Source: an optimization exercise on an open RTL-to-GDS flow (aim: small area, a short achievable clock period and few clock cycles). Production flows keep margins and buffers that such runs may drop.
RTL that was checked went through simulation tests only; none was proved equivalent to the original.
Power is estimated from default activity; no workload was simulated.

## middle
## source_text_tokenizer
module source_text_tokenizer (
    input  logic        clk,
    input  logic        rst_n,
    input  logic        in_valid,
    output logic        in_stall,
    input  logic [7:0]  ch,
    input  logic        end_of_text,
    output logic        out_valid,
    input  logic        out_stall,
    output logic [5:0]  token_kind,
    output logic [19:0] start_offset,
    output logic [19:0] start_line,
    output logic [15:0] start_column,
    output logic [15:0] span_length,
    output logic        last_of_run
);
    logic        ib_v, ib_eot, consume, push, full;
    logic [7:0]  ib_ch;
    logic [stt_pkg::F_W-1:0] ib_f;
    logic [stt_pkg::TOK_W-1:0] tok, head;
    stt_back u_in (
        .clk         (clk),
        .rst_n       (rst_n),
        .in_valid    (in_valid),
        .ch          (ch),
        .end_of_text (end_of_text),
        .consume     (consume),
        .in_stall    (in_stall),
        .ib_v        (ib_v),
        .ib_ch       (ib_ch),
        .ib_eot      (ib_eot),
        .ib_f        (ib_f)
    );
    stt_front u_front (
        .clk     (clk),
        .rst_n   (rst_n),
        .ib_v    (ib_v),
        .c       (ib_ch),
        .eot     (ib_eot),
        .f       (ib_f),
        .full    (full),
        .consume (consume),
        .push    (push),
        .tok     (tok)
    );
    stt_queue u_queue (
        .clk       (clk),
        .rst_n     (rst_n),
        .push      (push),
        .wr_data   (tok),
        .out_stall (out_stall),
        .out_valid (out_valid),
        .head      (head),
        .full      (full)
    );
    assign {token_kind, start_offset, start_line, start_column, span_length, last_of_run} = head;
endmodule
Size: about 1,600 cells after synthesis, ~260 flip-flops.
clock: 10.0 ns
lec_check: 0
cap_margin: 20
core_margin: 2
core_utilization: 65
cts_buf_list: sky130_fd_sc_hd__clkbuf_8
setup_slack_margin: 5
slew_margin: 20
standard.sh (not shown) runs the stock make flow with config.mk's settings and CLKGATE_MAP_FILE= SYNTH_SCRIPT=/design/flow/synth_recipe.tcl, a recipe that flattens the netlist after the stock synthesis.
==> flow/flow/run.sh <==
#!/bin/bash
# Standard layout; ports are buffered with the smallest buffer instead of the default choice
bash standard.sh "BUFFER_PORTS_ARGS=-buffer_cell sky130_fd_sc_hd__buf_1" finish > standard.log 2>&1
middle: done, clean on timing, DRC and antenna
Inputs modified between middle and north:
--- a/flow/design.v
+++ b/flow/design.v
@@ -9,16 +9,17 @@
     localparam logic [3:0] M_HELD    = 4'd1;   
     localparam logic [3:0] M_PEND    = 4'd2;   
     localparam logic [3:0] M_ENDT    = 4'd3;   
     localparam logic [3:0] M_COMMENT = 4'd4;
     localparam logic [3:0] M_STRING  = 4'd5;
     localparam logic [3:0] M_WORD    = 4'd6;
     localparam logic [3:0] M_NUMBER  = 4'd7;
     localparam logic [3:0] M_CPP     = 4'd8;
+    localparam logic [3:0] M_RESET   = 4'd9;   
     localparam int TRIE_W = 7;
     localparam logic [TRIE_W-1:0] TRIE_CPP = 7'd111;
     function automatic logic [TRIE_W-1:0] trie_first(input logic [7:0] c);
         logic [TRIE_W-1:0] t;
         case (c)
             8'h66: t = 7'd1;   
             8'h63: t = 7'd2;   
             8'h62: t = 7'd9;   
@@ -284,41 +285,48 @@
         endpos  = 1'b0;
         kind    = hk_r;
         len     = '0;
         last    = 1'b1;
         pk      = stt_pkg::pair_kind(hk_r, c);
         prev    = 1'b0;
         if (fl_r)
         begin
-            emit = mode_r != stt_pkg::M_IDLE && mode_r != stt_pkg::M_COMMENT;
+            emit = mode_r != stt_pkg::M_IDLE && mode_r != stt_pkg::M_COMMENT && mode_r != stt_pkg::M_RESET;
             last = 1'b0;
             case (mode_r)
                 stt_pkg::M_STRING: begin kind = stt_pkg::K_STRING; len = span_r; end
                 stt_pkg::M_WORD:   begin kind = stt_pkg::trie_kind(trie_r);
                                          len = (trie_r == stt_pkg::TRIE_CPP) ? 16'd0 : span_r; end
                 stt_pkg::M_NUMBER: begin kind = stt_pkg::K_NUMBER; len = span_r; end
                 stt_pkg::M_CPP:    begin kind = stt_pkg::K_CPP; len = span_r; end
                 default:           kind = hk_r;
             endcase
-            mode_n = stt_pkg::M_ENDT;
-            ooff_n = off_r;
+            mode_n = (mode_r == stt_pkg::M_RESET) ? stt_pkg::M_IDLE : stt_pkg::M_ENDT;
+            ooff_n  = off_r;
+            oline_n = '0;
+            ocol_n  = '0;
             off_n  = '0;
             line_n = 20'd1;
             col_n  = '0;
         end
         else if (!ib_v)
         begin
             emit   = idle_emit;
             endpos = (mode_r == stt_pkg::M_ENDT);
             kind   = endpos ? stt_pkg::K_END : hk_r;
             mode_n = stt_pkg::M_IDLE;
         end
         else
         begin
+            hk_n    = stt_pkg::single_kind(c);
+            trie_n  = stt_pkg::trie_step(trie_r, c);
+            pts_n   = pts_r | f[stt_pkg::F_DOT];
+            span_n  = span_inc;
+            depth_n = 8'd1;
             off_n  = off_inc;
             col_n  = col_inc;
             if (lf)
             begin
                 line_n = line_inc;
                 col_n  = '0;
             end
             case (mode_r)
@@ -367,23 +375,20 @@
                     end
                     else
                         span_n = span_inc;
                 end
                 stt_pkg::M_WORD:
                 begin
                     if (f[stt_pkg::F_ALNUM])
                     begin
-                        trie_n = stt_pkg::trie_step(trie_r, c);
-                        span_n = span_inc;
                     end
                     else if (trie_r == stt_pkg::TRIE_CPP)
                     begin
                         mode_n  = stt_pkg::M_CPP;
-                        depth_n = 8'd1;
                         span_n  = '0;
                     end
                     else
                     begin
                         emit  = 1'b1;
                         kind  = stt_pkg::trie_kind(trie_r);
                         len   = span_r;
                         relex = 1'b1;
@@ -411,17 +416,17 @@
                         emit  = 1'b1;
                         kind  = stt_pkg::K_NUMBER;
                         len   = span_r;
                         relex = 1'b1;
                     end
                 end
                 stt_pkg::M_CPP:
                 begin
-                    span_n = span_inc;
+                    depth_n = depth_r;
                     if (c == 8'h7B)
                     begin
                         if (depth_r != 8'd255) depth_n = depth_r + 8'd1;
                     end
                     else if (f[stt_pkg::F_RBRACE])
                         depth_n = depth_r - 8'd1;
                     if (f[stt_pkg::F_RBRACE] && dlow_r)
                     begin
@@ -475,40 +480,37 @@
             if (eot)
             begin
                 last = prev;
                 fl_n = 1'b1;
             end
         end
     end
     assign push    = step && emit;
-    assign tok = {kind, ooff_r, endpos ? 20'd0 : oline_r, endpos ? 16'd0 : ocol_r, len, last};
+    assign tok = {kind, ooff_r, oline_r, ocol_r, len, last};
     always_ff @(posedge clk or negedge rst_n)
     begin
         if (!rst_n)
         begin
-            mode_r <= stt_pkg::M_IDLE;
-            fl_r   <= 1'b0;
-            off_r  <= '0;
-            line_r <= 20'd1;
-            col_r  <= '0;
+            mode_r <= stt_pkg::M_RESET;
+            fl_r   <= 1'b1;
         end
         else if (step)
         begin
             mode_r <= mode_n;
             fl_r   <= fl_n;
-            off_r  <= off_n;
-            line_r <= line_n;
-            col_r  <= col_n;
         end
     end
     always_ff @(posedge clk)
     begin
         if (step)
         begin
+            off_r   <= off_n;
+            line_r  <= line_n;
+            col_r   <= col_n;
             hk_r    <= hk_n;
             trie_r  <= trie_n;
             pts_r   <= pts_n;
             depth_r <= depth_n;
             dlow_r  <= depth_n <= 8'd2;
             span_r  <= span_n;
             ooff_r  <= ooff_n;
             oline_r <= oline_n;
[summary]
- north closes out successfully: all stages finished, all timing, DRC and antenna checks passed.
- Between middle and north, the flow reports post-DP HPWL decreasing by more than 10%.
- Between north and middle, it is north whose average instance area after synthesis is higher, by 0.67 um^2.
- north against middle: synthesized cell count lost 9.6%, count of clock-net buffers in the final layout lost about 14%, via count lost 12%.
- The library cell contributing the largest single delay on the critical path comes out sky130_fd_sc_hd__edfxtp_1 in one run and sky130_fd_sc_hd__dfrtp_1 in the other, namely in north and middle respectively.
Testbench counts of north, summed over its fixed seeds: cycles 18,569.
For middle, only the layout was checked, not whether the RTL still works.


Another version of the RTL of source_text_tokenizer (not shown whole).
For scale: about 1500 cells after synthesis, ~270 flip-flops, ~94 I/O pins, about 16000 um2 of cells after synthesis.
export LEC_CHECK = 0
export CAP_MARGIN = 20
export CORE_MARGIN = 2
export CORE_UTILIZATION = 60
export CTS_BUF_LIST = sky130_fd_sc_hd__clkbuf_8
export SETUP_SLACK_MARGIN = 5
export SLEW_MARGIN = 20
create_clock -name core_clock -period 10.0 [get_ports {clk}]
==> flow/flow/run.sh <==
#!/bin/bash
# Standard layout; ports are buffered with the smallest buffer, and timing
# repair aims 7 ns below the clock period (the SDC is unchanged)
bash standard.sh "BUFFER_PORTS_ARGS=-buffer_cell sky130_fd_sc_hd__buf_1" SETUP_SLACK_MARGIN=7 finish > standard.log 2>&1
The baseline completed without violations.
Next try:
--- a/flow/design.v
+++ b/flow/design.v
@@ -165,42 +165,30 @@
             6'd15: if (n == 8'h3D) k = 6'd16;
             6'd17: if (n == 8'h3D) k = 6'd18;
             6'd20: if (n == 8'h26) k = 6'd19;
             6'd22: if (n == 8'h7C) k = 6'd21;
             default: ;
         endcase
         pair_kind = k;
     endfunction
-    localparam int F_LF = 0, F_QUOTE = 1, F_ALNUM = 2, F_NUMB = 3, F_DOT = 4, F_RBRACE = 5, F_SLASH = 6, F_SPACE = 7,
-                   F_EQ = 8, F_STAR = 9, F_AMP = 10, F_BAR = 11;
-    localparam int F_W = 12;
+    localparam int F_LF = 0, F_QUOTE = 1, F_ALNUM = 2, F_NUMB = 3, F_DOT = 4, F_RBRACE = 5, F_SLASH = 6, F_SPACE = 7;
+    localparam int F_W = 8;
     function automatic logic [F_W-1:0] byte_flags(input logic [7:0] c);
         logic [F_W-1:0] f;
         f[F_LF]     = c == 8'h0A;
         f[F_QUOTE]  = c == 8'h22;
         f[F_ALNUM]  = is_alpha(c) || is_digit(c);
         f[F_NUMB]   = is_num_byte(c);
         f[F_DOT]    = c == 8'h2E;
         f[F_RBRACE] = c == 8'h7D;
         f[F_SLASH]  = c == 8'h2F;
         f[F_SPACE]  = is_space(c);
-        f[F_EQ]     = c == 8'h3D;
-        f[F_STAR]   = c == 8'h2A;
-        f[F_AMP]    = c == 8'h26;
-        f[F_BAR]    = c == 8'h7C;
         byte_flags = f;
     endfunction
-    function automatic logic pairs(input logic [5:0] h, input logic [F_W-1:0] f);
-        logic eq_ok;
-        eq_ok = h == 6'd2 || h == 6'd4 || h == 6'd7 || h == 6'd11 || h == 6'd13 ||
-                h == 6'd15 || h == 6'd17;
-        pairs = (eq_ok && f[F_EQ]) || (h == 6'd2 && f[F_STAR]) || (h == 6'd20 && f[F_AMP]) ||
-                (h == 6'd22 && f[F_BAR]);
-    endfunction
 endpackage
 module stt_queue #(
     parameter int N = 1
 ) (
     input  logic        clk,
     input  logic        rst_n,
     input  logic        push,
     input  logic [stt_pkg::TOK_W-1:0] wr_data,
@@ -356,17 +344,17 @@
                     relex = 1'b1;
                     prev  = 1'b1;
                 end
                 stt_pkg::M_HELD:
                 begin
                     mode_n = stt_pkg::M_IDLE;
                     if (hk_r == 6'd7 && f[stt_pkg::F_SLASH])
                         mode_n = stt_pkg::M_COMMENT;
-                    else if (stt_pkg::pairs(hk_r, f))
+                    else if (pk != stt_pkg::K_ERROR)
                     begin
                         emit = 1'b1;
                         kind = pk;
                     end
                     else
                     begin
                         emit  = 1'b1;
                         relex = 1'b1;
@@ -542,16 +530,17 @@
     output logic [7:0] ib_ch,
     output logic       ib_eot,
     output logic [stt_pkg::F_W-1:0] ib_f
 );
     logic       accept;
     logic [7:0] s_ch;
     logic       s_eot;
     assign accept = in_valid && !in_stall;
+    assign ib_f   = stt_pkg::byte_flags(ib_ch);
     always_ff @(posedge clk or negedge rst_n)
     begin
         if (!rst_n)
         begin
             ib_v     <= 1'b0;
             in_stall <= 1'b0;
         end
         else
@@ -560,17 +549,16 @@
             in_stall <= (in_stall || (accept && ib_v)) && !consume;
         end
     end
     always_ff @(posedge clk)
     begin
         if (!ib_v || consume)
         begin
             ib_ch  <= in_stall ? s_ch : ch;
-            ib_f   <= stt_pkg::byte_flags(in_stall ? s_ch : ch);
             ib_eot <= in_stall ? s_eot : end_of_text;
         end
         if (accept)
         begin
             s_ch  <= ch;
             s_eot <= end_of_text;
         end
     end
Outcome: The changed run passed the timing, DRC and antenna checks. Power rose by 13%. Combinational power rises by 30%. Clock power increases by 6.6%. Setup slack is worse by 63 ps. Synthesized area drops by 3.1%. Cell area climbs by 3.2%.
No run of this note included a check of the RTL's function; only the layout flow was run.

-- re-timing with driven ports --
Ports are ideal in the flow. The routed layouts listed here were re-timed in OpenROAD. Step 1 (the two cells are an assumption about what drives the block):
set clk [get_ports {clk}]
set_driving_cell -lib_cell sky130_fd_sc_hd__clkbuf_16 $clk
set_driving_cell -lib_cell sky130_fd_sc_hd__buf_2 [delete_from_list [all_inputs] $clk]
Step 2 also shifts input and output timing later by t, the mid clock arrival at the registers, as if the neighbouring blocks saw the same clock. Three values: ideal ports, drivers, drivers and shift; two values: the first two.
run | t, ns | setup slack, ns | worst slew at a driven data input, ns
middle | 0.597 | 5.680 / 5.680 / 5.327 | 0.04
north | 0.590 | 5.640 / 5.640 / 5.487 | 0.06
the first run of note 2 | 0.595 | 6.838 / 6.794 / 6.330 | 0.06
the second run of note 2 | 0.609 | 6.775 / 6.775 / 6.286 | 0.05
After both steps every run listed still meets setup and hold. The setup slack of the first run of note 2, which loses most, moves by -0.044 ns with the drivers and by -0.508 ns with both steps.
